Context: an optimization exercise on an open-source flow, tuned for small area, a short achievable clock period and few clock cycles per item. The choices shown serve that exercise and are no tape-out recipe.
Only simulation tests tie the RTL to the original design; equivalence was not proved.
Power is estimated from default activity; no workload was simulated.

File: design/flow/config.mk
export PLATFORM = sky130hd
export DESIGN_NAME = mvu_top
export DESIGN_NICKNAME = mvu_top
export VERILOG_FILES = /design/flow/design.v
export SDC_FILE = /design/flow/constraint.sdc
export NUM_CORES = 4
export LEC_CHECK = 0
export CAP_MARGIN = 20
export CORE_MARGIN = 2
export CORE_UTILIZATION = 50
export SLEW_MARGIN = 20
File: design/flow/constraint.sdc
create_clock -name core_clock -period 5.5 [get_ports {clk}]
set_input_delay 1.1000 -clock core_clock [delete_from_list [all_inputs] [get_ports {clk}]]
set_output_delay 1.1000 -clock core_clock [all_outputs]
set_load 0.01 [all_outputs]
File: design/flow/design.v
package mvu_cfg_pkg;
    typedef logic [6-1:0] bank_addr_t;    
    typedef logic [4-1:0]   prec_t;         
    typedef logic [10-1:0] cntdwn_t;       
    typedef struct packed {
        bank_addr_t ibaseaddr;       
        bank_addr_t wbaseaddr;       
        bank_addr_t istride;         
        bank_addr_t wstride;         
        prec_t      iprecision;      
        prec_t      wprecision;      
        logic       d_signed;        
        logic       w_signed;        
        cntdwn_t    countdown;       
    } job_cfg_t;
endpackage
package mvu_data_pkg;
    typedef logic [4-1:0] data_word_t;
    typedef logic [4*4-1:0] weight_word_t;
    typedef logic signed [32-1:0] acc_t;      
    typedef logic [4*32-1:0] acc_vec_t;
endpackage
`timescale 1ns/1ps
module mvu_controller (
    input  logic     clk,
    input  logic     rst_n,
    input  logic     start,
    input  mvu_cfg_pkg::job_cfg_t cfg_in,
    output mvu_cfg_pkg::job_cfg_t cfg,
    output logic     run,
    output logic     done,
    output logic     irq
);
    localparam int DLY = 1 + 2;     
    logic         start_q;       
    mvu_cfg_pkg::cntdwn_t      cnt;           
    logic [DLY:0] end_sr;        
    logic         busy;          
    logic         last;          
    assign busy = start_q | run | (|end_sr[DLY-1:0]);
    assign last = (run && cnt == '0) || (start_q && cfg.countdown == '0);
    assign done = end_sr[DLY];                                   
    always_ff @(posedge clk) begin
        if (!rst_n) begin
            start_q <= 1'b0;
            cfg     <= '0;
            run     <= 1'b0;
            cnt     <= '0;
            end_sr  <= '0;
            irq     <= 1'b0;
        end else begin
            start_q <= start && !busy;                           
            if (start && !busy) begin
                cfg <= cfg_in;
                irq <= 1'b0;                                     
            end else if (end_sr[DLY-1]) begin
                irq <= 1'b1;                                     
            end
            if (start_q) begin
                run <= (cfg.countdown != '0);
                cnt <= cfg.countdown - 1'b1;
            end else if (run) begin
                if (cnt == '0) run <= 1'b0;
                else           cnt <= cnt - 1'b1;
            end
            end_sr <= {end_sr[DLY-1:0], last};
        end
    end
endmodule
`timescale 1ns/1ps
module mvu_agu (
    input  logic       clk,
    input  logic       rst_n,
    input  logic       run,
    input  mvu_cfg_pkg::job_cfg_t   cfg,
    output mvu_cfg_pkg::bank_addr_t iaddr,
    output mvu_cfg_pkg::bank_addr_t waddr,
    output logic       step_valid,      
    output logic       step_neg,        
    output logic       step_inner_last, 
    output logic       step_first       
);
    mvu_cfg_pkg::prec_t dcnt;         
    mvu_cfg_pkg::prec_t wcnt;         
    logic  run_q;        
    logic  d_msb;        
    logic  w_msb;        
    assign d_msb = (dcnt == cfg.iprecision);
    assign w_msb = (wcnt == cfg.wprecision);
    assign iaddr = cfg.ibaseaddr + mvu_cfg_pkg::bank_addr_t'(dcnt) * cfg.istride;
    assign waddr = cfg.wbaseaddr + mvu_cfg_pkg::bank_addr_t'(wcnt) * cfg.wstride;
    assign step_valid      = run;
    assign step_neg        = (cfg.d_signed & d_msb) ^ (cfg.w_signed & w_msb);
    assign step_inner_last = run & (dcnt == '0);
    assign step_first      = run & ~run_q;                   
    always_ff @(posedge clk) begin
        if (!rst_n) begin
            dcnt  <= '0;
            wcnt  <= '0;
            run_q <= 1'b0;
        end else begin
            run_q <= run;
            if (!run) begin
                dcnt <= cfg.iprecision;
                wcnt <= cfg.wprecision;
            end else if (dcnt == '0) begin
                dcnt <= cfg.iprecision;                      
                wcnt <= (wcnt == '0) ? cfg.wprecision : wcnt - 1'b1;
            end else begin
                dcnt <= dcnt - 1'b1;
            end
        end
    end
endmodule
`timescale 1ns/1ps
module mvu_banks (
    input  logic         clk,
    input  logic         run,
    input  mvu_cfg_pkg::bank_addr_t   iaddr,
    input  mvu_cfg_pkg::bank_addr_t   waddr,
    output mvu_data_pkg::data_word_t   iword,
    output mvu_data_pkg::weight_word_t wword,
    input  logic         wrc_en,
    input  mvu_cfg_pkg::bank_addr_t   wrc_addr,
    input  mvu_data_pkg::data_word_t   wrc_word,
    output logic         wrc_grnt,
    input  logic         rdc_en,
    input  mvu_cfg_pkg::bank_addr_t   rdc_addr,
    output mvu_data_pkg::data_word_t   rdc_word,
    output logic         rdc_grnt,
    input  logic         wrw_en,
    input  mvu_cfg_pkg::bank_addr_t   wrw_addr,
    input  mvu_data_pkg::weight_word_t wrw_word
);
    localparam int DEPTH = 2 ** 6;
    mvu_data_pkg::data_word_t   dmem [DEPTH];      
    mvu_data_pkg::weight_word_t wmem [DEPTH];      
    mvu_cfg_pkg::bank_addr_t   rd_addr;           
    logic         rd_en;
    mvu_data_pkg::data_word_t   dq;                
    assign wrc_grnt = !run;
    assign rdc_grnt = !run;
    assign rd_addr  = run ? iaddr : rdc_addr;    
    assign rd_en    = run | (rdc_en & rdc_grnt);
    assign iword    = dq;
    assign rdc_word = dq;
    always_ff @(posedge clk) begin
        if (wrc_en && wrc_grnt) dmem[wrc_addr] <= wrc_word;
        if (rd_en) dq <= dmem[rd_addr];
    end
    always_ff @(posedge clk) begin
        if (wrw_en) wmem[wrw_addr] <= wrw_word;
        wword <= wmem[waddr];
    end
endmodule
`timescale 1ns/1ps
module mvu_vvp (
    input  logic         clk,
    input  logic         rst_n,
    input  logic         step_valid,
    input  logic         step_neg,
    input  logic         step_inner_last,
    input  logic         step_first,
    input  mvu_data_pkg::data_word_t   iword,
    input  mvu_data_pkg::weight_word_t wword,
    output mvu_data_pkg::acc_vec_t     result
);
    localparam int LAT = 1;
    localparam int N   = 4;
    localparam int W   = 32;
    logic [3:0] rt_q [LAT];          
    logic       rt_valid;
    logic       rt_neg;
    logic       rt_inner_last;
    logic       rt_first;
    logic       s1_valid;
    logic       s1_inner_last;
    logic       s1_first;
    logic       ifresh;              
    logic       ofresh;              
    logic       ifresh_now;
    logic       ofresh_now;
    assign {rt_valid, rt_neg, rt_inner_last, rt_first} = rt_q[LAT-1];
    always_ff @(posedge clk) begin
        if (!rst_n) begin
            for (int i = 0; i < LAT; i++) rt_q[i] <= '0;
        end else begin
            rt_q[0] <= {step_valid, step_neg, step_inner_last, step_first};
            for (int i = 1; i < LAT; i++) rt_q[i] <= rt_q[i-1];
        end
    end
    always_ff @(posedge clk) begin
        if (!rst_n) begin
            s1_valid      <= 1'b0;
            s1_inner_last <= 1'b0;
            s1_first      <= 1'b0;
        end else begin
            s1_valid      <= rt_valid;
            s1_inner_last <= rt_inner_last;
            s1_first      <= rt_first;
        end
    end
    assign ifresh_now = s1_first | ifresh;
    assign ofresh_now = s1_first | ofresh;
    always_ff @(posedge clk) begin
        if (!rst_n) begin
            ifresh <= 1'b1;
            ofresh <= 1'b1;
        end else if (s1_valid) begin
            ifresh <= s1_inner_last;
            ofresh <= ofresh_now & !s1_inner_last;
        end
    end
    for (genvar j = 0; j < N; j++) begin : g_lane
        logic [N-1:0] row_and;       
        logic [W-1:0] pop;           
        logic [W-1:0] term_q;        
        logic [W-1:0] inner_q;       
        logic [W-1:0] inner_nx;
        logic [W-1:0] outer_q;       
        logic [W-1:0] outer_nx;
        assign row_and = wword[j*N +: N] & iword;
        always_comb begin
            pop = '0;
            for (int k = 0; k < N; k++) pop = pop + W'(row_and[k]);
        end
        always_ff @(posedge clk) begin
            term_q <= rt_neg ? -pop : pop;
        end
        assign inner_nx = (ifresh_now ? W'(0) : (inner_q << 1)) + term_q;
        assign outer_nx = (ofresh_now ? W'(0) : (outer_q << 1)) + inner_nx;
        always_ff @(posedge clk) begin
            if (s1_valid) inner_q <= inner_nx;
        end
        always_ff @(posedge clk) begin
            if (!rst_n)                          outer_q <= '0;
            else if (s1_valid && s1_inner_last)  outer_q <= outer_nx;    
        end
        assign result[j*W +: W] = outer_q;   
    end
endmodule
`timescale 1ns/1ps
module mvu_top (
    input  logic         clk,
    input  logic         rst_n,
    input  logic         start,
    input  mvu_cfg_pkg::bank_addr_t   ibaseaddr,
    input  mvu_cfg_pkg::bank_addr_t   wbaseaddr,
    input  mvu_cfg_pkg::bank_addr_t   istride,
    input  mvu_cfg_pkg::bank_addr_t   wstride,
    input  mvu_cfg_pkg::prec_t        iprecision,
    input  mvu_cfg_pkg::prec_t        wprecision,
    input  logic         d_signed,
    input  logic         w_signed,
    input  mvu_cfg_pkg::cntdwn_t      countdown,
    input  logic         wrc_en,
    input  mvu_cfg_pkg::bank_addr_t   wrc_addr,
    input  mvu_data_pkg::data_word_t   wrc_word,
    output logic         wrc_grnt,
    input  logic         rdc_en,
    input  mvu_cfg_pkg::bank_addr_t   rdc_addr,
    output mvu_data_pkg::data_word_t   rdc_word,
    output logic         rdc_grnt,
    input  logic         wrw_en,
    input  mvu_cfg_pkg::bank_addr_t   wrw_addr,
    input  mvu_data_pkg::weight_word_t wrw_word,
    output logic         done,
    output logic         irq,
    output mvu_data_pkg::acc_t         result_0,
    output mvu_data_pkg::acc_t         result_1,
    output mvu_data_pkg::acc_t         result_2,
    output mvu_data_pkg::acc_t         result_3
);
    mvu_cfg_pkg::job_cfg_t     cfg_in;        
    mvu_cfg_pkg::job_cfg_t     cfg;           
    logic         run;
    mvu_cfg_pkg::bank_addr_t   iaddr;
    mvu_cfg_pkg::bank_addr_t   waddr;
    mvu_data_pkg::data_word_t   iword;
    mvu_data_pkg::weight_word_t wword;
    mvu_data_pkg::acc_vec_t     result;
    logic         step_valid;
    logic         step_neg;
    logic         step_inner_last;
    logic         step_first;
    assign cfg_in = {ibaseaddr, wbaseaddr, istride, wstride, iprecision, wprecision,
                     d_signed, w_signed, countdown};    
    mvu_controller u_ctrl (.clk, .rst_n, .start, .cfg_in, .cfg, .run, .done, .irq);
    mvu_agu u_agu (.clk, .rst_n, .run, .cfg, .iaddr, .waddr, .step_valid, .step_neg, .step_inner_last, .step_first);
    mvu_banks u_banks (
        .clk, .run, .iaddr, .waddr, .iword, .wword,
        .wrc_en, .wrc_addr, .wrc_word, .wrc_grnt,
        .rdc_en, .rdc_addr, .rdc_word, .rdc_grnt,
        .wrw_en, .wrw_addr, .wrw_word
    );
    mvu_vvp u_vvp (.clk, .rst_n, .step_valid, .step_neg, .step_inner_last, .step_first, .iword, .wword, .result);
    assign result_0 = result[0*32 +: 32];
    assign result_1 = result[1*32 +: 32];
    assign result_2 = result[2*32 +: 32];
    assign result_3 = result[3*32 +: 32];
endmodule
File: design/flow/run.sh
#!/bin/bash
# synth_recipe.tcl (not shown) runs the flow's synth.tcl, then flattens the netlist and writes it again
# the make line also repeats each setting of config.mk as NAME=value (left out here)
make -C /OpenROAD-flow-scripts/flow DESIGN_CONFIG=/design/flow/config.mk WORK_HOME=/design/flow/orfs CLKGATE_MAP_FILE= SYNTH_SCRIPT=/design/flow/synth_recipe.tcl finish
==> run summary <==
[per-stage QoR]
| step | std cells | utilization, % |
|---|---|---|
| 3_3_place_gp | 7577 | 54.3 |
| 3_5_place_dp | 7577 | 54.3 |
| 5_1_grt | 7910 | 58.2 |
| 4_1_cts | 7900 | 57.9 |
| 6_report | 7911 | 58.2 |
| 2_1_floorplan | 5273 | - |
[cells by family after synthesis]
logic type / Yosys count
compound gates: 929
xor+xnor: 235
fa+ha+maj: 313
buf+inv: 343
flops: 1650
mux: 417
simple gates: 1386
[per-layer routing]
layer / vias up / wire length (um)
met3: 233 / 10200
li1: 21100 / -
met2: 1177 / 88600
met4: 2 / 3680
met1: 23200 / 81300
met5: - / 13
[timing repair]
| action | CTS | global route |
|---|---|---|
| setup endpoints to repair | 2 | 27 |
| pin swaps | 0 | 20 |
| gates resized for setup | 1 | 73 |
| endpoints found under the hold margin | 0 | 0 |
| buffers inserted | 0 | 9 |
[sequential cells by signal, indices dropped and copies added (netlist names), 3 cells and up]
name	cells
u_banks.dmem	256
u_ctrl.cfg	44
u_vvp.rt_q	3
u_banks.wmem	1024
u_agu.wcnt	4
u_banks.wword	16
u_ctrl.cnt	10
u_vvp.g_lane.inner_q	124
u_agu.dcnt	4
u_ctrl.end_sr	4
u_vvp.g_lane.outer_q	128
u_vvp.g_lane.term_q	20
u_banks.dq	4
[synthesized netlist by cell type, drive strengths merged, types with 46 or more instances]
cell type  number  area share, %
a211oi         85           0.84
inv           118           0.58
edfxtp       1408             55
buf            46           0.29
ha            285            4.7
clkbuf        178           0.88
o21ai         133           0.87
a21o          101            1.0
mux4          384             11
xor2           68           0.79
dfxtp         242            6.4
nor2b          52           0.43
nor3           53           0.35
nand3          76           0.51
nor2          298            1.5
and2          300            2.5
nand2         447            2.2
a21oi         369            2.4
xnor2         167            1.9
[critical path: cells and delay by family, from the launching register on]
kind            cells  cell delay, ps
simple gates       11            2330
fa+ha+maj           2             550
flops               1             330
compound gates     10            1650
xor+xnor            1             180
[placed cells by master (no fill, tap or decap), drive strengths merged, types with 44 or more instances in the layout]
| cell | n |
|---|---|
| a21oi | 369 |
| nand3 | 76 |
| clkinv | 75 |
| dfxtp | 242 |
| clkbuf | 234 |
| nor2b | 52 |
| and2 | 300 |
| o21a | 44 |
| clkdlybuf4s50 | 202 |
| ha | 285 |
| buf | 304 |
| xor2 | 68 |
| o21ai | 133 |
| xnor2 | 167 |
| a211oi | 85 |
| a21o | 101 |
| mux4 | 384 |
| nor3 | 53 |
| nor2 | 298 |
| edfxtp | 1408 |
| nand2 | 447 |
| inv | 123 |
[power groups by stage]
stage	Combinational (mW)	Clock [mW]	Sequential [mW]
after floorplan	3.37	0	14.4
after global placement	5.10	0	14.4
after detailed placement	5.16	0	14.4
after CTS	5.18	11.4	14.2
after global routing	5.66	11.9	14.2
final	5.15	11.2	14.2
[cell type report]
class                           count  share of cell area, %
Antenna cell                        2                0.00567
Clock buffer                      233                   5.26
Clock inverter                     90                  0.921
Inverter                          119                  0.512
Multi-Input combinational cell   3280                   32.0
Sequential cell                  1650                   53.4
Tap cell                         2030                   2.88
Timing Repair Buffer              507                   5.08
[worst max path at each step]
stage / slack [ps] / startpoint / to
2_1_floorplan: 70 / u_vvp.ifresh / u_vvp.g_lane[2].outer_q[30]
5_1_grt: -110 / u_vvp.s1_first / u_vvp.g_lane[3].outer_q[31]
6_report: 250 / u_vvp.s1_first / u_vvp.g_lane[2].outer_q[30]
4_1_cts: 30 / u_vvp.s1_first / u_vvp.g_lane[2].outer_q[30]
3_5_place_dp: -50 / u_vvp.ifresh / u_vvp.g_lane[1].outer_q[31]
3_3_place_gp: -8 / u_vvp.ifresh / u_vvp.g_lane[1].outer_q[31]
==> run summary <==
fraction of layout cells with a size suffix above 1 17.3%; Clock Latency Late Sink 790 ps; Core Footprint 152000 um^2; Overflow after GRT 0; vias per cell 5.79; Setup crit start kind register; RD Place Congestion 0.852; vias post-DR 45800; r2r worst-path depth 24; clock slew at reported path FFs 60 ps; Internal 22.5 mW; first-pass GRT wire length 279000 um; CP peak stage delay 500 ps; setup TNS 0 ps; Post-synth EDFFs 1408; Finished Cell Area 88300 um^2; starting density of the core 50.2%; Crit-path slowest cell or4_1; compound-gate portion of the synthesized area 7.71%; endpoint type of the worst setup path register; Synth Net Count 5674; Die H 394 um; Layout area overhead 15.8%; max-slew violation count 0; IO Port Bufs 223; mux cell area share after synthesis 11.8%; CTS tree built; largest net degree at the start of global routing 125; simple-gate share of the synthesized area 8.81%; IO Count 224; run status complete, no violations; met1 global-route usage 33.0%; met2 Use GR 38.6%; Total GRT Usage 23.4%; CTS Buf Count 175; Sink Count 1650; worst path cell trace nor2_4, and2_1, ha_1, a21o_1, or2_0, or4_1, o221a_2, nand3_1, nand2_1, a31o_2, a21o_1, a21oi_1, xnor2_1, ha_1, nand3_1, nor2_1, or2_2, o22ai_2, a211oi_2, o2111ai_2, a21oi_1, or4_1, nand3_1, a21oi_1; sequential power share 46.5%; WL/cell 23.2 um; drt initial violations 3573; Max Cap Viol 0; final hold vios 0; Post-synth ARST share 0%; flip-flop and latch area 47100 um^2; unrepaired setup endpoints after global routing true; Hold Path Stages 1; xor and xnor area share after synthesis 2.71%; Leak 31.5 nW; Crit Path Class register to register; synth warn 5; register bit total from synthesis 1650; Max VDD drop 0.323 mV; remaining antenna violation count 0; Hold Path Sink u_vvp.rt_q[0][0]; Adder-Cell Fraction of Synth Area 5.41%; chip width 394 um; FF-to-FF setup slack 250 ps; DRC Markers 0; setup violators final 0; post-synth cell types 87; Post-CTS Hold Buffers 0; Final Power 30.5 mW; Synth Area per Inst 14.5 um^2; Clk Tree Root Cell clkbuf_16; NetSw 8.03 mW; Primary FF master, synth edfxtp_1; sequential share of the synthesized area 61.8%; largest family of logic cells by synthesized area multiplexers; Hold Crit Start u_agu.run_q; hold slack 404 ps; GR peak layer met2; Fillers 12000; die area 156000 um^2; WP data required 6120 ps; antenna violations before repair 3; Comb power frac 16.9%; clk_skew 57.3 ps; H-tree depth 4; Detailed Route WL 184000 um; Place WS -47.6 ps; crit share post-route 95.4%; Clk pwr share 36.6%; Slew Limit Headroom 43.7%; Setup WS post-layout 252 ps; dpl cell area 82400 um^2; Multi-input gate area 28200 um^2; Reg-to-Reg End u_vvp.g_lane[2].outer_q[30]; CP max FO 7; Core Rows 143; Tightest Hold Check Type register to register; grt met3 use 3.72%; mapped cell area 76200 um^2; vias in the first global route 45900; power per cell area 346 nW/um^2; CP arrival 5860 ps; Post-Syn Instances 5273; DRT Pass-1 Iters 5; Worst R2R Start u_vvp.s1_first; Worst-Margin Slew 845 ps; DP Wirelength 116000 um; f_max 0.191 GHz; nets 6134; Max clock buf depth 3; fin crit period 5250 ps; switching part of the total 26.3%
Testbench counts, summed over its fixed seeds: cycles 23,898, jobs 960.

## afterwards: timing with drivers on the ports
The results above use ideal ports. As a check the final layout listed here was re-extracted and re-timed, cells and wires unchanged.
Step 1 assumes that a clkbuf_16 drives the clock port and a buf_2 every other input.
Step 2 times the ports against the registers' clock, not the clock port: input delays grow and output delays shrink by t, the midpoint of the rising clock arrivals with the driver on.
a / b / c = ideal ports / drivers / drivers and shift; a / b = the first two.
t, ns: 0.855
slack for setup (ns): 0.252 / 0.252 / 0.252
slew at the worst register clock pin (ns): 0.06 / 0.06
cell pins on the clock port's net: 1
After both steps this run still meets setup and hold. The setup slack of this run moves by 0.000 ns with the drivers and by 0.000 ns with both steps.
